This is an optimization exercise on Yosys and OpenROAD, whose aim is small area, a short achievable clock period and few clock cycles, not a production implementation. Where RTL was checked, it was by simulation tests only, not by an equivalence proof against the original. No functional check of the RTL was part of runs 2 and 3. Power and IR drop assume default switching activity.

`flow/standard.sh`:
```
#!/bin/bash
# synth_recipe.tcl (not shown) runs the flow's synth.tcl, then flattens the netlist and writes it again
# the make line also repeats each setting of config.mk as NAME=value (left out here)
make -C /OpenROAD-flow-scripts/flow DESIGN_CONFIG=/design/flow/config.mk WORK_HOME=/design/flow/orfs CLKGATE_MAP_FILE= SYNTH_SCRIPT=/design/flow/synth_recipe.tcl "${@:-finish}"
```
`flow/design.v`:
```
`default_nettype none
package bp_pkg;
    localparam int PHT_SIZE    = 128;
    localparam int PHT_INDEX_W = $clog2(PHT_SIZE);
    localparam int PC_W = 32;
    localparam int CTR_W = 2;
    localparam logic [CTR_W-1:0] CTR_INIT = 2'd1;
    localparam int STAT_W = 16;
    typedef enum logic [6:0] {
        kind_br   = 7'b1100011,
        kind_jal  = 7'b1101111,
        kind_jalr = 7'b1100111
    } br_kind_t;
    typedef enum logic [1:0] {
        st_idle   = 2'd0,
        st_lookup = 2'd1,
        st_read   = 2'd2,
        st_ack    = 2'd3
    } hs_state_t;
endpackage
`default_nettype wire
`timescale 1ns/1ps
`default_nettype none
import bp_pkg::*;
module bp_index_stage (
    input  logic                           clk,
    input  logic                           rst,
    input  logic                           pred_req,
    input  logic [bp_pkg::PC_W-1:0]        pred_pc,
    input  logic [bp_pkg::PHT_INDEX_W-1:0] ghr,
    input  logic [bp_pkg::PHT_SIZE-1:0]    tk_bits,
    output logic                           pred_ack,
    output logic                           pred_taken,
    output logic [bp_pkg::PHT_INDEX_W-1:0] pred_index
);
    logic                   req_q;
    logic [PHT_INDEX_W-1:0] index;
    logic [1:0]             half_tk;
    assign index = pred_pc[PHT_INDEX_W+1:2] ^ ghr;
    always_ff @(posedge clk) begin
        if (rst) begin
            req_q <= 1'b0;
        end else begin
            req_q <= pred_req;
        end
    end
    assign pred_ack = pred_req & req_q;
    always_ff @(posedge clk) begin
        pred_index <= index;
        for (int h = 0; h < 2; h++) begin
            half_tk[h] <= (index[PHT_INDEX_W-1] == h[0]) &
                          tk_bits[{h[0], index[PHT_INDEX_W-2:0]}];
        end
    end
    assign pred_taken = |half_tk;
endmodule
`default_nettype wire
`timescale 1ns/1ps
`default_nettype none
import bp_pkg::*;
module pht_table (
    input  logic                           clk,
    input  logic                           rst,
    input  logic [bp_pkg::PHT_INDEX_W-1:0] res_index,
    input  logic                           upd_en,
    input  logic [bp_pkg::PHT_INDEX_W-1:0] upd_index,
    input  logic                           upd_taken,
    output logic [bp_pkg::PHT_SIZE-1:0]    tk_bits
);
    logic [CTR_W-1:0] ctrs [PHT_SIZE];
    logic [CTR_W-1:0] cand [4];
    logic [CTR_W-1:0] old;
    logic [CTR_W-1:0] wdata;
    logic [7:0]       we_hi;
    logic [15:0]      we_lo;
    always_comb begin
        for (int i = 0; i < PHT_SIZE; i++) begin
            tk_bits[i] = ctrs[i][CTR_W-1];
        end
    end
    always_ff @(posedge clk) begin
        for (int q = 0; q < 4; q++) begin
            cand[q] <= ctrs[{q[1:0], res_index[PHT_INDEX_W-3:0]}];
        end
    end
    assign old = cand[upd_index[PHT_INDEX_W-1:PHT_INDEX_W-2]];
    assign wdata[1] = ~rst & ((old[1] & old[0]) | (upd_taken & (old[1] | old[0])));
    assign wdata[0] =  rst | ((old[1] & ~old[0]) | (upd_taken & (old[1] | ~old[0])));
    always_comb begin
        for (int j = 0; j < 8; j++) begin
            we_hi[j] = rst | (upd_en & (upd_index[6:4] == j[2:0]));
        end
        for (int k = 0; k < 16; k++) begin
            we_lo[k] = rst | (upd_index[3:0] == k[3:0]);
        end
    end
    always_ff @(posedge clk) begin
        for (int i = 0; i < PHT_SIZE; i++) begin
            if (we_hi[i/16] & we_lo[i%16]) begin
                ctrs[i] <= wdata;
            end
        end
    end
endmodule
`default_nettype wire
`timescale 1ns/1ps
`default_nettype none
import bp_pkg::*;
module bp_resolve_stage (
    input  logic                           clk,
    input  logic                           rst,
    input  logic                           res_req,
    input  bp_pkg::br_kind_t               res_kind,
    input  logic [bp_pkg::PHT_INDEX_W-1:0] res_index,
    input  logic                           res_taken,
    output logic                           res_ack,
    output logic [bp_pkg::PHT_INDEX_W-1:0] ghr,
    output logic                           upd_en,
    output logic [bp_pkg::PHT_INDEX_W-1:0] upd_index,
    output logic                           upd_taken,
    output logic                           stat_en,
    output logic                           is_br,
    output logic                           is_jal,
    output logic                           is_jalr
);
    logic rdy;
    logic req_q;
    always_ff @(posedge clk) begin
        if (rst) begin
            rdy   <= 1'b0;
            req_q <= 1'b0;
        end else begin
            rdy   <= 1'b1;
            req_q <= res_req;
        end
    end
    assign res_ack = res_req & rdy;
    assign is_br   = (res_kind == kind_br);
    assign is_jal  = (res_kind == kind_jal);
    assign is_jalr = (res_kind == kind_jalr);
    assign stat_en = res_req & ~req_q;
    always_ff @(posedge clk) begin
        if (rst) begin
            upd_en <= 1'b0;
        end else begin
            upd_en <= stat_en & is_br;
        end
        upd_index <= res_index;
        upd_taken <= res_taken;
    end
    always_ff @(posedge clk) begin
        if (rst) begin
            ghr <= '0;
        end else if (upd_en) begin
            ghr <= {ghr[PHT_INDEX_W-2:0], upd_taken};
        end
    end
endmodule
`default_nettype wire
`timescale 1ns/1ps
`default_nettype none
import bp_pkg::*;
module mispredict_stats (
    input  logic                      clk,
    input  logic                      rst,
    input  logic                      stat_en,
    input  logic                      is_br,
    input  logic                      is_jal,
    input  logic                      is_jalr,
    input  logic                      stat_miss,
    output logic [bp_pkg::STAT_W-1:0] br_total,
    output logic [bp_pkg::STAT_W-1:0] br_missed,
    output logic [bp_pkg::STAT_W-1:0] jal_total,
    output logic [bp_pkg::STAT_W-1:0] jal_missed,
    output logic [bp_pkg::STAT_W-1:0] jalr_total,
    output logic [bp_pkg::STAT_W-1:0] jalr_missed
);
    logic [5:0]        inc;
    logic [STAT_W-1:0] cnt  [6];
    logic [STAT_W-1:0] carry [6];
    assign inc[0] = stat_en & is_br;
    assign inc[1] = stat_en & is_br & stat_miss;
    assign inc[2] = stat_en & is_jal;
    assign inc[3] = stat_en & is_jal & stat_miss;
    assign inc[4] = stat_en & is_jalr;
    assign inc[5] = stat_en & is_jalr & stat_miss;
    always_comb begin
        for (int c = 0; c < 6; c++) begin
            carry[c][0] = 1'b1;
            for (int i = 1; i < STAT_W; i++) begin
                carry[c][i] = carry[c][i-1] & cnt[c][i-1];
            end
        end
    end
    always_ff @(posedge clk) begin
        for (int c = 0; c < 6; c++) begin
            cnt[c] <= {STAT_W{~rst}} & (cnt[c] ^ ({STAT_W{inc[c]}} & carry[c]));
        end
    end
    assign br_total    = cnt[0];
    assign br_missed   = cnt[1];
    assign jal_total   = cnt[2];
    assign jal_missed  = cnt[3];
    assign jalr_total  = cnt[4];
    assign jalr_missed = cnt[5];
endmodule
`default_nettype wire
`timescale 1ns/1ps
`default_nettype none
import bp_pkg::*;
module bp_unit (
    input  logic                           clk,
    input  logic                           rst,
    input  logic                           pred_req,
    input  logic [bp_pkg::PC_W-1:0]        pred_pc,
    output logic                           pred_ack,
    output logic                           pred_taken,
    output logic [bp_pkg::PHT_INDEX_W-1:0] pred_index,
    input  logic                           res_req,
    input  bp_pkg::br_kind_t               res_kind,
    input  logic [bp_pkg::PHT_INDEX_W-1:0] res_index,
    input  logic                           res_taken,
    input  logic                           res_mispred,
    output logic                           res_ack,
    output logic [bp_pkg::STAT_W-1:0]      br_total,
    output logic [bp_pkg::STAT_W-1:0]      br_missed,
    output logic [bp_pkg::STAT_W-1:0]      jal_total,
    output logic [bp_pkg::STAT_W-1:0]      jal_missed,
    output logic [bp_pkg::STAT_W-1:0]      jalr_total,
    output logic [bp_pkg::STAT_W-1:0]      jalr_missed
);
    logic [PHT_INDEX_W-1:0] ghr;
    logic                   upd_en;
    logic [PHT_INDEX_W-1:0] upd_index;
    logic                   upd_taken;
    logic                   stat_en;
    logic                   is_br;
    logic                   is_jal;
    logic                   is_jalr;
    logic [PHT_SIZE-1:0]    tk_bits;
    bp_index_stage index_stage (
        .clk          (clk),
        .rst          (rst),
        .pred_req     (pred_req),
        .pred_pc      (pred_pc),
        .ghr          (ghr),
        .tk_bits      (tk_bits),
        .pred_ack     (pred_ack),
        .pred_taken   (pred_taken),
        .pred_index   (pred_index)
    );
    pht_table pht (
        .clk          (clk),
        .rst          (rst),
        .res_index    (res_index),
        .upd_en       (upd_en),
        .upd_index    (upd_index),
        .upd_taken    (upd_taken),
        .tk_bits      (tk_bits)
    );
    bp_resolve_stage resolve_stage (
        .clk          (clk),
        .rst          (rst),
        .res_req      (res_req),
        .res_kind     (res_kind),
        .res_index    (res_index),
        .res_taken    (res_taken),
        .res_ack      (res_ack),
        .ghr          (ghr),
        .upd_en       (upd_en),
        .upd_index    (upd_index),
        .upd_taken    (upd_taken),
        .stat_en      (stat_en),
        .is_br        (is_br),
        .is_jal       (is_jal),
        .is_jalr      (is_jalr)
    );
    mispredict_stats stats (
        .clk          (clk),
        .rst          (rst),
        .stat_en      (stat_en),
        .is_br        (is_br),
        .is_jal       (is_jal),
        .is_jalr      (is_jalr),
        .stat_miss    (res_mispred),
        .br_total     (br_total),
        .br_missed    (br_missed),
        .jal_total    (jal_total),
        .jal_missed   (jal_missed),
        .jalr_total   (jalr_total),
        .jalr_missed  (jalr_missed)
    );
endmodule
`default_nettype wire
```
`flow/constraint.sdc`:
```
create_clock -name core_clock -period 5.0 [get_ports {clk}]
set_input_delay 1.0000 -clock core_clock [delete_from_list [all_inputs] [get_ports {clk}]]
set_output_delay 1.0000 -clock core_clock [all_outputs]
set_load 0.01 [all_outputs]
```
`flow/flow/run.sh`:
```
#!/bin/bash
# The standard layout (standard.sh) with two changes: plain buf_2 cells as
# the port buffers instead of the delay cells buffer_ports picks by default,
# and clock tree leaf clusters sized by a looser max-cap derate, so fewer
# leaf buffers drive the registers, with no dummy loads.
set -euo pipefail
export BUFFER_PORTS_ARGS="-buffer_cell sky130_fd_sc_hd__buf_2"
export CTS_ARGS="-sink_clustering_enable -repair_clock_nets -sink_clustering_size 18 -sink_clustering_max_diameter 62 -buf_list sky130_fd_sc_hd__clkbuf_8 -sink_buffer_max_cap_derate 0.58 -dont_use_dummy_load"
bash standard.sh > standard.log 2>&1
```
`flow/config.mk`:
```
export PLATFORM = sky130hd
export DESIGN_NAME = bp_unit
export DESIGN_NICKNAME = bp_unit
export VERILOG_FILES = /design/flow/design.v
export SDC_FILE = /design/flow/constraint.sdc
export NUM_CORES = 4
export LEC_CHECK = 0
export ABC_CLOCK_PERIOD_IN_PS = 2500
export CAP_MARGIN = 20
export CORE_MARGIN = 2
export CORE_UTILIZATION = 40
export CTS_BUF_LIST = sky130_fd_sc_hd__clkbuf_8
export CTS_CLUSTER_SIZE = 30
export SETUP_SLACK_MARGIN = 2.7
export SLEW_MARGIN = 20
```
==> impl_metrics.csv, run 1 <==
group,metric,value,unit
layout,n_fill_cell,3528,
global_route,grt_util_all_layers,0.242,
clock_network,cts-root-buf,"clkbuf_8",
global_route,grt_pass1_wl,74400,um
detailed_routing,drc,0,
logic_synthesis,synth_cell_types,45,
logic_synthesis,synth-adder-area-share,0.00470,
sta,max_freq,429,MHz
logic_synthesis,muxShareOfSynthArea,0.0410,
logic_synthesis,synth_largest_area_cell,"edfxtp_1",
logic_synthesis,synth_warnings,8,
sta,drv_slew,0,
clock_network,cts_hold_repair.buffers,0,
global_route,grt_pass1_vias,11626,
sta,fin_worst_skew,87.8,ps
place,place_congestion,0.958,
place,dp_hpwl,33100,um
logic_synthesis,synthFlopType,"edfxtp_1",
detailed_routing,vias,11958,
logic_synthesis,yosys.area_share.simple,0.159,
layout,syn_to_final_growth,17.6,%
pwr,p_int,4.43,mW
sta,period_minus_slack,2330,ps
critical_path,crit_path_top_delay_cell,"and2_4",
logic_synthesis,synth-compound-area-share,0.0841,
sta,tns,0,ps
pwr,switching_share,0.255,
critical_path,slowest_delay,130,ps
job,cap_violations,0,
detailed_routing,wl_per_cell,25.3,um
floorplanning,dieArea,0.0416,mm^2
layout,design_area,0.0188,mm^2
sta,hold_viol,0,
floorplanning,die_height,204,um
critical_path,cp-end-kind,"primary output",
detailed_routing,ant_nets,0,
logic_synthesis,synth_top_family_by_area,"simple AND/OR/NAND/NOR gates",
clock_network,insertion_delay,660,ps
critical_path,cp_max_fo,2,
critical_path,start_kind,"input port",
place,portBuffers,132,
clock_network,clk_pin_slew_worst_paths,100,ps
pwr,p_leak,6.69,nW
critical_path,crit_chain,"buf_8, and2_4, buf_6",
sta,worstMarginPinSlew,1100,ps
logic_synthesis,async_reset_ff_frac,0,
pwr,power,5.94,mW
logic_synthesis,yosysMostFrequentCell,"nor2_1",
detailed_routing,via_per_inst,5.97,
logic_synthesis,synthXorXnorAreaFrac,0.0504,
hold_path,hp-class,"input port to register",
detailed_routing,dr.pass1.iters,8,
critical_path,path_class,"input port to primary output",
critical_path,arrival,1330,ps
logic_synthesis,synth_commonest_cells,"nor2_1, edfxtp_1, dfxtp_1, nand2_1, nand3_1",
floorplanning,start_util,0.404,
place,post_dp_cell_area,0.0179,mm^2
sta,relSlewSlack,0.264,
pwr,clock_power_share,0.254,
pwr,power_density,316,mW/mm^2
status,status,"no timing/DRC/antenna violations",
pwr,pwr-share-seq,0.643,
logic_synthesis,netlist_area,0.0160,mm^2
critical_path,required,4000,ps
pwr,irDropWorstVdd,0.181,mV
detailed_routing,wl,50800,um
layout,drive_gt1_frac,0.265,
logic_synthesis,syn_avg_cell_area,12.3,um^2
place,pre_cts_slack,1350,ps
clock_network,cts.htree.levels,1,
clock_network,numCtsBuffers,30,
detailed_routing,drt_iter0_drc,1510,
sta,timing.final.crit_share,0.466,
floorplanning,row_count,73,
logic_synthesis,syn_nets,1356,
global_route,antenna_found_initial,5,
logic_synthesis,synth_top_area_frac,0.481,
pwr,p_switching,1.52,mW
clock_network,numClockSinks,388,
floorplanning,ios,158,
logic_synthesis,ys_seq_area_frac,0.646,
sta,setup_viol,0,
global_route,grt_max_degree,129,
floorplanning,die_x,204,um
critical_path,cp_num_buf_inv,2,
floorplanning,design.core.area,0.0395,mm^2
logic_synthesis,synth_edf_count,256,
sta,worst_slack,2670,ps
sta,rsz0062_at_grt,"true",
global_route,grt.overflow.total,0,
logic_synthesis,syn_inst,1298,
logic_synthesis,ys_seq_elements,388,
clock_network,clock_path_buffers,3,
layout,final_nets,1537,
pwr,combPwrFrac,0.103,
critical_path,critPathTopFamily,"buffers and inverters",
clock_network,cts_tree,"yes",
logic_synthesis,synth_area_leaders,"edfxtp_1, dfxtp_1, nor2_1",
==> layer usage <==
layer  global-route usage  vias up  share of wire
met3               0.0721      146           0.12
met1                0.327     5841           0.40
met4               0.0993        6          0.047
met5                    0        -        0.00073
met2                0.363      779           0.44
li1                     -     5186              -
==> stage by stage <==
step	cells	hold WS, ps	util
2_1_floorplan	1298	439	-
3_5_place_dp	1949	483	0.452
5_1_grt	2002	413	0.475
3_3_place_gp	1948	469	0.452
6_report	2004	438	0.475
4_1_cts	1984	404	0.468
==> flip-flops by register name (all words and copies together), names as in the netlist <==
register,flops
index_stage.half_tk,2
index_stage.pred_index,7
index_stage.req_q,1
pht.cand,8
pht.ctrs,256
resolve_stage.ghr,7
resolve_stage.rdy,1
resolve_stage.req_q,1
resolve_stage.upd_en,1
resolve_stage.upd_index,7
resolve_stage.upd_taken,1
stats.cnt,96
==> logic make-up after synthesis <==
group / after synthesis
and+or+nand+nor: 546
muxes: 33
xor gates and xnor gates: 92
buffers and inverters: 56
adders and majority gates: 6
DFF: 388
AOI/OAI and AO/OA: 177
==> cell type report <==
type | count | area (um^2) | share of cell area
Antenna cell | 2 | 5.00 | 0.000266
Clock buffer | 30 | 413 | 0.0220
Inverter | 17 | 68.8 | 0.00366
Multi-Input combinational cell | 856 | 6110 | 0.325
Sequential cell | 388 | 10400 | 0.552
Tap cell | 525 | 657 | 0.0350
Timing Repair Buffer | 186 | 1170 | 0.0624
==> repair_timing <==
item                                    CTS  global route
pin swaps                                 4            15
cloned                                    1             1
setup buffers                             4            17
resized for setup                        53            42
endpoints found under the setup margin  303           133
==> path summary, 6_finish.rpt <==
path	startpoint	end	slack (ps)	cells after the start
hold reg to reg	stats.cnt[5][9]	stats.cnt[5][9]	500	2
setup / recovery	res_req	res_ack	2670	3
setup reg to reg	resolve_stage.ghr[2]	index_stage.half_tk[1]	2750	7
hold / removal	res_index[6]	resolve_stage.upd_index[6]	440	1
==> power by group through the flow <==
stage                     Sequential (mW)  Combinational (mW)  Clock, mW
after global placement               3.88               0.550          0
after detailed placement             3.88               0.557          0
after floorplan                      3.83               0.339          0
after CTS                            3.81               0.583       1.55
after global routing                 3.83               0.652       1.65
final                                3.82               0.615       1.51
==> cell usage in the layout (no fill, tap or decap), types with 8 or more instances in the layout <==
master / Yosys / layout
nand2_1: 88 / 80
a221oi_1: 37 / 22
buf_4: 1 / 47
edfxtp_1: 256 / 256
inv_1: 16 / 14
a22oi_1: 45 / 44
xnor2_1: 39 / 35
a22o_1: 33 / 33
a221oi_2: 0 / 15
dfxtp_1: 132 / 105
nor2_2: 0 / 8
a21oi_2: 0 / 10
nor2_1: 269 / 250
clkbuf_8: 0 / 30
xor2_1: 53 / 52
nor2_4: 0 / 11
buf_6: 1 / 11
nand3_1: 58 / 52
buf_2: 5 / 122
and3_1: 12 / 10
nand4_1: 42 / 42
nor2b_1: 15 / 15
mux4_2: 26 / 26
dfxtp_2: 0 / 26
a21oi_1: 32 / 21
nor3_2: 0 / 9
Testbench counts, summed over its fixed seeds: cycles 60,000.
==> run 2: changes to the inputs <==
--- a/flow/design.v
+++ b/flow/design.v
@@ -28,14 +28,15 @@
     input  logic                           pred_req,
     input  logic [bp_pkg::PC_W-1:0]        pred_pc,
     input  logic [bp_pkg::PHT_INDEX_W-1:0] ghr,
-    input  logic [bp_pkg::PHT_SIZE-1:0]    tk_bits,
+    input  logic [3:0]                     tk_cand,
     output logic                           pred_ack,
     output logic                           pred_taken,
-    output logic [bp_pkg::PHT_INDEX_W-1:0] pred_index
+    output logic [bp_pkg::PHT_INDEX_W-1:0] pred_index,
+    output logic [bp_pkg::PHT_INDEX_W-1:0] lookup_index
 );
     logic                   req_q;
     logic [PHT_INDEX_W-1:0] index;
-    logic [1:0]             half_tk;
+    logic [3:0]             sel;
     assign index = pred_pc[PHT_INDEX_W+1:2] ^ ghr;
     always_ff @(posedge clk) begin
         if (rst) begin
@@ -47,12 +48,12 @@
     assign pred_ack = pred_req & req_q;
     always_ff @(posedge clk) begin
         pred_index <= index;
-        for (int h = 0; h < 2; h++) begin
-            half_tk[h] <= (index[PHT_INDEX_W-1] == h[0]) &
-                          tk_bits[{h[0], index[PHT_INDEX_W-2:0]}];
-        end
-    end
-    assign pred_taken = |half_tk;
+        for (int q = 0; q < 4; q++) begin
+            sel[q]  <= (index[PHT_INDEX_W-1:PHT_INDEX_W-2] == q[1:0]);
+        end
+    end
+    assign pred_taken   = |(tk_cand & sel);
+    assign lookup_index = index;
 endmodule
 `default_nettype wire
 `timescale 1ns/1ps
@@ -61,26 +62,30 @@
 module pht_table (
     input  logic                           clk,
     input  logic                           rst,
+    input  logic                           res_req,
     input  logic [bp_pkg::PHT_INDEX_W-1:0] res_index,
+    input  logic [bp_pkg::PHT_INDEX_W-1:0] lookup_index,
     input  logic                           upd_en,
     input  logic [bp_pkg::PHT_INDEX_W-1:0] upd_index,
     input  logic                           upd_taken,
-    output logic [bp_pkg::PHT_SIZE-1:0]    tk_bits
+    output logic [3:0]                     tk_cand
 );
     logic [CTR_W-1:0] ctrs [PHT_SIZE];
-    logic [CTR_W-1:0] cand [4];
+    logic [CTR_W-1:0]       cand [4];
+    logic [PHT_INDEX_W-1:0] rd_index;
     logic [CTR_W-1:0] old;
     logic [CTR_W-1:0] wdata;
     logic [7:0]       we_hi;
     logic [15:0]      we_lo;
+    assign rd_index = res_req ? res_index : lookup_index;
+    always_ff @(posedge clk) begin
+        for (int q = 0; q < 4; q++) begin
+            cand[q] <= ctrs[{q[1:0], rd_index[PHT_INDEX_W-3:0]}];
+        end
+    end
     always_comb begin
-        for (int i = 0; i < PHT_SIZE; i++) begin
-            tk_bits[i] = ctrs[i][CTR_W-1];
-        end
-    end
-    always_ff @(posedge clk) begin
         for (int q = 0; q < 4; q++) begin
-            cand[q] <= ctrs[{q[1:0], res_index[PHT_INDEX_W-3:0]}];
+            tk_cand[q] = cand[q][CTR_W-1];
         end
     end
     assign old = cand[upd_index[PHT_INDEX_W-1:PHT_INDEX_W-2]];
@@ -237,26 +242,30 @@
     logic                   is_br;
     logic                   is_jal;
     logic                   is_jalr;
-    logic [PHT_SIZE-1:0]    tk_bits;
+    logic [3:0]             tk_cand;
+    logic [PHT_INDEX_W-1:0] lookup_index;
     bp_index_stage index_stage (
         .clk          (clk),
         .rst          (rst),
         .pred_req     (pred_req),
         .pred_pc      (pred_pc),
         .ghr          (ghr),
-        .tk_bits      (tk_bits),
+        .tk_cand      (tk_cand),
         .pred_ack     (pred_ack),
         .pred_taken   (pred_taken),
-        .pred_index   (pred_index)
+        .pred_index   (pred_index),
+        .lookup_index (lookup_index)
     );
     pht_table pht (
         .clk          (clk),
         .rst          (rst),
+        .res_req      (res_req),
         .res_index    (res_index),
+        .lookup_index (lookup_index),
         .upd_en       (upd_en),
         .upd_index    (upd_index),
         .upd_taken    (upd_taken),
-        .tk_bits      (tk_bits)
+        .tk_cand      (tk_cand)
     );
     bp_resolve_stage resolve_stage (
         .clk          (clk),
==> flow/run.sh (new file) <==
#!/bin/bash
# synth_recipe.tcl (not shown) runs the flow's synth.tcl, then flattens the netlist and writes it again
# the make line also repeats each setting of config.mk as NAME=value (left out here)
make -C /OpenROAD-flow-scripts/flow DESIGN_CONFIG=/design/flow/config.mk WORK_HOME=/design/flow/orfs CLKGATE_MAP_FILE= SYNTH_SCRIPT=/design/flow/synth_recipe.tcl finish
--- a/flow/config.mk
+++ b/flow/config.mk
@@ -9,7 +9,5 @@
 export CAP_MARGIN = 20
 export CORE_MARGIN = 2
 export CORE_UTILIZATION = 40
-export CTS_BUF_LIST = sky130_fd_sc_hd__clkbuf_8
-export CTS_CLUSTER_SIZE = 30
-export SETUP_SLACK_MARGIN = 2.7
+export SETUP_SLACK_MARGIN = 2.6
 export SLEW_MARGIN = 20
removed: flow/flow/run.sh
removed: flow/standard.sh
==> run 2 against run 1 <==
  * Still clean
  * Total power increased by 34%
  * Register-to-register slack got worse by 320 ps
  * Wire length increased by 5.0%
  * Synthesized area decreased by 1.6%
  * Largest cell class unchanged
  * Clock skew decreased by 44 ps
  * Final area increased by 14%
  * Hold slack improved by 45 ps
  * Critical path depth increased by 7
  * Non-clock buffer count increased by 123
  * Clock-buffer cell count increased by 34
  * Sequential power increased by 2%
  * Highest routed layer unchanged
  * Clock power increased by 110%
==> impl_metrics.csv, run 2 <==
group,metric,value,unit
status,status,"no timing/DRC/antenna violations",
layout,syn_to_final_growth,36.5,%
critical_path,r2r_setup_slack,2430,ps
critical_path,required,5450,ps
place,pre_cts_slack,414,ps
clock_network,cts-root-buf,"clkbuf_16",
critical_path,cp_max_fo,7,
pwr,power_density,371,mW/mm^2
critical_path,cp-end-kind,"register",
clock_network,clk_pin_slew_worst_paths,60,ps
logic_synthesis,synth_warnings,8,
place,post_dp_cell_area,0.0182,mm^2
clock_network,cts_hold_repair.buffers,0,
hold_path,hp-start,"pht.ctrs[0][0]",
sta,relSlewSlack,0.246,
global_route,grt.overflow.total,0,
sta,tns,0,ps
logic_synthesis,syn_avg_cell_area,12.4,um^2
clock_network,numCtsBuffers,42,
pwr,irDropWorstVdd,0.323,mV
detailed_routing,vias,12331,
detailed_routing,wl,53300,um
sta,period_minus_slack,2650,ps
clock_network,clock_path_buffers,3,
floorplanning,design.core.area,0.0387,mm^2
floorplanning,row_count,72,
critical_path,r2r_start,"resolve_stage.ghr[0]",
global_route,grt_util_all_layers,0.259,
critical_path,cp_num_buf_inv,2,
clock_network,cts.htree.levels,2,
layout,regArea,0.0104,mm^2
layout,regMostFlops,"pht.ctrs",
detailed_routing,drc,0,
sta,hold_viol,0,
detailed_routing,via_per_inst,5.76,
hold_path,worstHoldPathCells,1,
detailed_routing,wl_per_cell,24.9,um
floorplanning,die_height,202,um
logic_synthesis,ys_seq_elements,390,
pwr,p_leak,8.13,nW
logic_synthesis,synth_area_leaders,"edfxtp_1, dfxtp_1, nor2_1",
job,cap_violations,0,
detailed_routing,dr.pass1.iters,6,
layout,multi_input_area,0.00615,mm^2
layout,reg_top3,"pht.ctrs (256), stats.cnt (96), pht.cand (8)",
critical_path,r2r_end,"pht.cand[2][0]",
sta,setup_viol,0,
logic_synthesis,syn_nets,1330,
logic_synthesis,synth_cell_types,62,
hold_path,hold_path_end,"pht.cand[0][0]",
layout,diodes,0,
floorplanning,ios,158,
logic_synthesis,netlist_area,0.0157,mm^2
sta,fin_worst_skew,43.6,ps
logic_synthesis,async_reset_ff_frac,0,
global_route,grt_max_degree,129,
detailed_routing,ant_nets,0,
place,place_congestion,0.911,
critical_path,crit_path_top_delay_cell,"o32a_1",
critical_path,arrival,3100,ps
sta,worstMarginPinSlew,1130,ps
logic_synthesis,synth_commonest_cells,"nor2_1, edfxtp_1, dfxtp_1, nand2_1, nand3_1",
floorplanning,start_util,0.406,
logic_synthesis,synthFlopType,"edfxtp_1",
clock_network,insertion_delay,590,ps
logic_synthesis,yosysMostFrequentCell,"nor2_1",
logic_synthesis,syn_inst,1272,
critical_path,path_class,"input port to register",
critical_path,slowest_delay,400,ps
floorplanning,die_x,202,um
layout,largest_register_ffs,256,
logic_synthesis,synth_edf_count,256,
global_route,antenna_found_initial,2,
detailed_routing,drt_iter0_drc,1583,
global_route,grt_pass1_vias,12039,
layout,drive_gt1_frac,0.270,
place,portBuffers,132,
sta,rsz0062_at_grt,"true",
sta,timing.final.crit_share,0.530,
critical_path,ff2ff_path_depth,9,
logic_synthesis,synth_top_area_frac,0.489,
layout,design_area,0.0215,mm^2
global_route,grt_pass1_wl,77900,um
hold_path,hp-class,"register to register",
layout,n_fill_cell,3312,
layout,mostFrequentLayoutCells,"edfxtp_1, nor2_1, buf_4",
sta,drv_slew,0,
clock_network,numClockSinks,390,
logic_synthesis,synth_largest_area_cell,"edfxtp_1",
layout,final_common_cell,"edfxtp_1",
critical_path,start_kind,"input port",
sta,worst_slack,2350,ps
floorplanning,dieArea,0.0409,mm^2
critical_path,crit_chain,"buf_6, xor2_4, mux2_4, buf_8, nand2_8, nor2_4, a22o_4, a221oi_4, nand4_1, o32a_1",
sta,max_freq,377,MHz
place,dp_hpwl,32600,um
clock_network,cts_tree,"yes",
layout,final_nets,1646,
logic_synthesis,ys_seq_area_frac,0.659,
critical_path,critPathTopFamily,"compound AO/OA/AOI/OAI gates",
-- run 2: cell types whose count changed in the layout (fill, tap and decap cells not counted), sizes merged, moves of 14 or more --
cell	delta
a22o	-18
mux2i	+20
clkbuf	+34
nand4	-16
a221oi	-14
mux4	-23
dlygate4sd2	+107
a22oi	-17
-- run 2: final cells by class --
type | instances | area share
clock inverters | 13 | 0.00530
repair buffers | 309 | 0.133
clock buffers | 64 | 0.0595
inverters | 10 | 0.00175
well taps | 518 | 0.0302
multi-input cells | 835 | 0.286
flip-flops and latches | 390 | 0.483
-- run 2: timing repair --
| item | in CTS | in global routing |
|---|---|---|
| setup buffers | 102 | 34 |
| resized for setup | 306 | 40 |
| pin swaps | 52 | 36 |
| gates cloned | 5 | 2 |
| setup endpoints to repair | 292 | 59 |
-- run 2: kinds of logic after synthesis --
logic type                 Yosys count  synth area share
and+or+nand+nor                    517             0.153
DFF                                390             0.659
AOI/OAI and AO/OA                  182            0.0865
xor gates and xnor gates            89            0.0515
buffers and inverters               54            0.0165
muxes                               34            0.0280
adders and majority gates            6           0.00477
-- run 2: how the worst max path moves through the flow --
stage | startpoint | endpoint | slack, ps | cells after the start
finish | pred_pc[3] | pht.cand[3][1] | 2350 | 10
global route | pred_pc[2] | pht.cand[1][1] | 2340 | 10
CTS | res_req | pht.cand[1][1] | 2440 | 10
detailed placement | res_req | pht.cand[1][1] | 410 | 7
global placement | res_req | pht.cand[0][1] | 520 | 7
floorplan | rst | pht.ctrs[0][1] | 2120 | 3
-- run 2: per-layer routing --
layer  wire (um)  vias up  share of wire  GRT usage
met2       22200      908           0.42      0.372
met4        2760        4          0.052      0.126
met3        8180      190           0.15      0.107
met1       20100     5877           0.38      0.340
met5          30        -        0.00056          0
li1            -     5352              -          -
-- run 2: per-stage QoR --
step	hold slack (ps)	utilization	power [mW]	cells
6_report	483	0.554	7.96	2139
5_1_grt	491	0.554	8.17	2139
4_1_cts	480	0.544	7.91	2103
3_5_place_dp	460	0.471	4.64	1919
3_3_place_gp	453	0.471	4.64	1919
2_1_floorplan	439	-	4.31	1272
-- run 2: power by group --
part | internal, mW | leakage [nW] | switching, mW | total [mW]
Clock | 1.82 | 0.684 | 1.30 | 3.12
Sequential | 3.78 | 3.47 | 0.108 | 3.89
Combinational | 0.319 | 3.98 | 0.627 | 0.946
Total | 5.92 | 8.13 | 2.04 | 7.96
==> run 3: changes to the inputs <==
--- a/flow/design.v
+++ b/flow/design.v
@@ -28,7 +28,7 @@
     input  logic                           pred_req,
     input  logic [bp_pkg::PC_W-1:0]        pred_pc,
     input  logic [bp_pkg::PHT_INDEX_W-1:0] ghr,
-    input  logic [3:0]                     tk_cand,
+    input  logic [1:0]                     tk_cand,
     output logic                           pred_ack,
     output logic                           pred_taken,
     output logic [bp_pkg::PHT_INDEX_W-1:0] pred_index,
@@ -36,7 +36,7 @@
 );
     logic                   req_q;
     logic [PHT_INDEX_W-1:0] index;
-    logic [3:0]             sel;
+    logic [1:0]             sel;
     assign index = pred_pc[PHT_INDEX_W+1:2] ^ ghr;
     always_ff @(posedge clk) begin
         if (rst) begin
@@ -48,9 +48,7 @@
     assign pred_ack = pred_req & req_q;
     always_ff @(posedge clk) begin
         pred_index <= index;
-        for (int q = 0; q < 4; q++) begin
-            sel[q]  <= (index[PHT_INDEX_W-1:PHT_INDEX_W-2] == q[1:0]);
-        end
+        sel <= {index[PHT_INDEX_W-1], ~index[PHT_INDEX_W-1]};
     end
     assign pred_taken   = |(tk_cand & sel);
     assign lookup_index = index;
@@ -68,27 +66,27 @@
     input  logic                           upd_en,
     input  logic [bp_pkg::PHT_INDEX_W-1:0] upd_index,
     input  logic                           upd_taken,
-    output logic [3:0]                     tk_cand
+    output logic [1:0]                     tk_cand
 );
-    logic [CTR_W-1:0] ctrs [PHT_SIZE];
-    logic [CTR_W-1:0]       cand [4];
+    logic [CTR_W-1:0]       ctrs [PHT_SIZE];
+    logic [CTR_W-1:0]       cand [2];
     logic [PHT_INDEX_W-1:0] rd_index;
-    logic [CTR_W-1:0] old;
-    logic [CTR_W-1:0] wdata;
-    logic [7:0]       we_hi;
-    logic [15:0]      we_lo;
+    logic [CTR_W-1:0]       old;
+    logic [CTR_W-1:0]       wdata;
+    logic [7:0]             we_hi;
+    logic [15:0]            we_lo;
     assign rd_index = res_req ? res_index : lookup_index;
     always_ff @(posedge clk) begin
-        for (int q = 0; q < 4; q++) begin
-            cand[q] <= ctrs[{q[1:0], rd_index[PHT_INDEX_W-3:0]}];
+        for (int h = 0; h < 2; h++) begin
+            cand[h] <= ctrs[{h[0], rd_index[PHT_INDEX_W-2:0]}];
         end
     end
     always_comb begin
-        for (int q = 0; q < 4; q++) begin
-            tk_cand[q] = cand[q][CTR_W-1];
+        for (int h = 0; h < 2; h++) begin
+            tk_cand[h] = cand[h][CTR_W-1];
         end
     end
-    assign old = cand[upd_index[PHT_INDEX_W-1:PHT_INDEX_W-2]];
+    assign old = cand[upd_index[PHT_INDEX_W-1]];
     assign wdata[1] = ~rst & ((old[1] & old[0]) | (upd_taken & (old[1] | old[0])));
     assign wdata[0] =  rst | ((old[1] & ~old[0]) | (upd_taken & (old[1] | ~old[0])));
     always_comb begin
@@ -242,7 +240,7 @@
     logic                   is_br;
     logic                   is_jal;
     logic                   is_jalr;
-    logic [3:0]             tk_cand;
+    logic [1:0]             tk_cand;
     logic [PHT_INDEX_W-1:0] lookup_index;
     bp_index_stage index_stage (
         .clk          (clk),
==> flow/flow/run.sh (new file) <==
#!/bin/bash
# The standard layout (standard.sh) with two changes: plain buf_2 cells as
# the port buffers instead of the delay cells buffer_ports picks by default,
# and clock tree leaf clusters sized by a looser max-cap derate, so fewer
# leaf buffers drive the registers, with no dummy loads.
set -euo pipefail
export BUFFER_PORTS_ARGS="-buffer_cell sky130_fd_sc_hd__buf_2"
export CTS_ARGS="-sink_clustering_enable -repair_clock_nets -sink_clustering_size 16 -sink_clustering_max_diameter 60 -buf_list sky130_fd_sc_hd__clkbuf_8 -sink_buffer_max_cap_derate 0.5 -dont_use_dummy_load"
bash standard.sh > standard.log 2>&1
==> flow/standard.sh (new file) <==
#!/bin/bash
# synth_recipe.tcl (not shown) runs the flow's synth.tcl, then flattens the netlist and writes it again
# the make line also repeats each setting of config.mk as NAME=value (left out here)
make -C /OpenROAD-flow-scripts/flow DESIGN_CONFIG=/design/flow/config.mk WORK_HOME=/design/flow/orfs CLKGATE_MAP_FILE= SYNTH_SCRIPT=/design/flow/synth_recipe.tcl "${@:-finish}"
--- a/flow/config.mk
+++ b/flow/config.mk
@@ -9,5 +9,7 @@
 export CAP_MARGIN = 20
 export CORE_MARGIN = 2
 export CORE_UTILIZATION = 40
-export SETUP_SLACK_MARGIN = 2.6
+export CTS_BUF_LIST = sky130_fd_sc_hd__clkbuf_8
+export CTS_CLUSTER_SIZE = 30
+export SETUP_SLACK_MARGIN = 2.7
 export SLEW_MARGIN = 20
removed: flow/run.sh
==> run 3 against run 2 <==
  * Hold slack lost 30 ps
  * Non-clock buffer count grew 29
  * Synthesized cell count grew 2.7%
  * Highest routed layer is now met4
  * Critical endpoint is now pht.cand[0][1]
==> impl_metrics.csv, run 3 <==
group,metric,value,unit
critical_path,arrival,3260,ps
global_route,grt_pass1_vias,11809,
pwr,p_leak,7.49,nW
detailed_routing,wl,50400,um
place,pre_cts_slack,807,ps
logic_synthesis,syn_nets,1364,
detailed_routing,wl_per_cell,23.7,um
layout,largest_register_ffs,256,
clock_network,numCtsBuffers,34,
place,portBuffers,132,
sta,rsz0062_at_grt,"true",
clock_network,cts-root-buf,"clkbuf_8",
logic_synthesis,synth_warnings,8,
floorplanning,die_height,202,um
layout,mostFrequentLayoutCells,"edfxtp_1, nor2_1, buf_4",
pwr,irDropWorstVdd,0.200,mV
clock_network,insertion_delay,570,ps
sta,tns,0,ps
pwr,switching_share,0.264,
detailed_routing,vias,12319,
critical_path,cp-end-kind,"register",
logic_synthesis,synth_area_leaders,"edfxtp_1, dfxtp_1, nor2_1",
critical_path,path_class,"input port to register",
job,cap_violations,0,
floorplanning,row_count,72,
layout,n_fill_cell,3280,
global_route,grt_max_degree,129,
logic_synthesis,syn_inst,1306,
place,dp_hpwl,30000,um
logic_synthesis,synth_edf_count,256,
place,place_congestion,0.905,
layout,reg_top3,"pht.ctrs (256), stats.cnt (96)",
pwr,p_int,4.60,mW
layout,drive_gt1_frac,0.333,
logic_synthesis,ys_seq_elements,383,
logic_synthesis,ys_seq_area_frac,0.653,
layout,regMostFlops,"pht.ctrs",
sta,drv_slew,0,
clock_network,cts.htree.levels,2,
logic_synthesis,syn_avg_cell_area,12.0,um^2
logic_synthesis,yosysMostFrequentCell,"edfxtp_1",
status,status,"no timing/DRC/antenna violations",
critical_path,start_kind,"input port",
clock_network,clk_pin_slew_worst_paths,100,ps
logic_synthesis,synth_top_area_frac,0.491,
sta,relSlewSlack,0.237,
pwr,clock_power_share,0.256,
clock_network,clock_path_buffers,3,
global_route,antenna_found_initial,0,
detailed_routing,drt_iter0_drc,1314,
floorplanning,die_x,202,um
layout,final_nets,1674,
clock_network,numClockSinks,383,
detailed_routing,drc,0,
global_route,grt_pass1_wl,72900,um
detailed_routing,dr.pass1.iters,5,
pwr,power_density,309,mW/mm^2
hold_path,hp-class,"register to register",
floorplanning,design.core.area,0.0386,mm^2
clock_network,cts_hold_repair.buffers,0,
critical_path,required,5480,ps
logic_synthesis,async_reset_ff_frac,0,
floorplanning,start_util,0.405,
pwr,pwr-share-seq,0.602,
sta,max_freq,360,MHz
sta,fin_worst_skew,65.7,ps
logic_synthesis,synth_cell_types,67,
logic_synthesis,synth_commonest_cells,"edfxtp_1, nor2_1, dfxtp_1, nand3_1, nand2_1",
pwr,p_switching,1.65,mW
sta,worst_slack,2220,ps
global_route,grt_util_all_layers,0.237,
critical_path,cp_max_fo,11,
logic_synthesis,synth_largest_area_cell,"edfxtp_1",
sta,setup_viol,0,
detailed_routing,via_per_inst,5.78,
clock_network,cts_tree,"yes",
detailed_routing,ant_nets,0,
logic_synthesis,synthFlopType,"edfxtp_1",
floorplanning,dieArea,0.0407,mm^2
sta,hold_viol,0,
floorplanning,ios,158,
layout,syn_to_final_growth,29.2,%
pwr,combPwrFrac,0.142,
global_route,grt.overflow.total,0,
sta,timing.final.crit_share,0.556,
logic_synthesis,netlist_area,0.0157,mm^2
sta,worstMarginPinSlew,1140,ps
layout,diodes,0,
sta,period_minus_slack,2780,ps
layout,final_common_cell,"edfxtp_1",
[run 3: metal layers]
metal / wire, um / up-vias / global-route usage / part of all wire
met5: 0 / - / 0 / 0
met4: 1810 / 0 / 0.0848 / 0.036
met3: 6570 / 144 / 0.0790 / 0.13
met2: 22100 / 816 / 0.359 / 0.44
met1: 20000 / 5970 / 0.319 / 0.40
li1: - / 5389 / - / -
[run 3: layout make-up]
type,instances,area [um^2],area share
Tap cell,518,648,0.0320
Clock buffer,34,468,0.0231
Timing Repair Buffer,338,2740,0.135
Inverter,15,56.3,0.00278
Sequential cell,383,10200,0.506
Multi-Input combinational cell,844,6090,0.301
[run 3: power by group through the flow]
stage	Sequential [mW]	Clock (mW)	Combinational [mW]
6_report	3.77	1.60	0.890
3_3_place_gp	3.83	0	0.666
2_1_floorplan	3.79	0	0.389
4_1_cts	3.76	1.64	0.815
5_1_grt	3.78	1.74	0.925
3_5_place_dp	3.83	0	0.674
[run 3: cells by family after synthesis]
group / share of synthesized area
AO/OA/AOI/OAI: 0.0841
XOR/XNOR: 0.0520
AND/OR/NAND/NOR: 0.161
multiplexers: 0.0236
flip-flops: 0.653
buffers and inverters: 0.0217
adder cells (fa/ha/maj): 0.00479
[run 3: worst paths after layout]
kind | slack (ps) | end | cells after the start | startpoint
setup / recovery | 2220 | pht.cand[0][1] | 11 | pred_pc[4]
hold / removal | 450 | pht.cand[1][1] | 1 | pht.ctrs[64][1]
setup reg to reg | 2300 | pht.cand[0][1] | 11 | resolve_stage.ghr[2]
hold reg to reg | 450 | pht.cand[1][1] | 1 | pht.ctrs[64][1]
[run 3: worst max-delay path, cell delays in order]
cell	delay, ps
buf_2	130
xor2_4	170
mux2_4	340
buf_4	160
nor4_4	340
buf_6	280
a22oi_1	140
a41oi_2	260
o21ai_1	80
nand3_1	140
o32a_1	210
[run 3: repair_timing]
| action | in CTS | in global routing |
|---|---|---|
| pin swaps | 49 | 46 |
| setup buffers | 107 | 45 |
| setup endpoints to repair | 75 | 73 |
| cloned | 5 | 2 |
| resized for setup | 113 | 99 |
[run 3: through the flow]
stage	cells	hold WS, ps	cell area, um^2	utilization	power, mW
final	2132	453	20200	0.524	6.26
after global routing	2132	483	20200	0.524	6.45
after CTS	2085	454	19400	0.502	6.22
after detailed placement	1939	449	17400	0.449	4.50
after global placement	1939	442	17400	0.449	4.50
after floorplan	1306	429	15900	-	4.18

-- what the ideal ports hide --
In the flow no input, the clock included, has a driving cell. The finished layouts below were timed again as built, in two steps. Step 1 assumes that a clkbuf_16 drives the clock port and a buf_2 every other input. Step 2 also shifts input and output timing later by t, the mid clock arrival at the registers, as if the neighbouring blocks saw the same clock. Three values: ideal, step 1, step 2; two values: the first two.
run	t (ns)	setup WS [ns]	worst hold slack (ns)	slew at the worst register clock pin (ns)	pins driven straight from the clock port
run 1	0.670	2.670 / 2.625 / 2.035	0.438 / 0.442 / 0.502	0.11 / 0.11	1
run 2	0.626	2.348 / 2.347 / 1.721	0.483 / 0.483 / 0.483	0.07 / 0.07	1
run 3	0.590	2.222 / 2.177 / 1.587	0.453 / 0.453 / 0.453	0.10 / 0.10	1
After both steps every run listed still meets setup and hold.
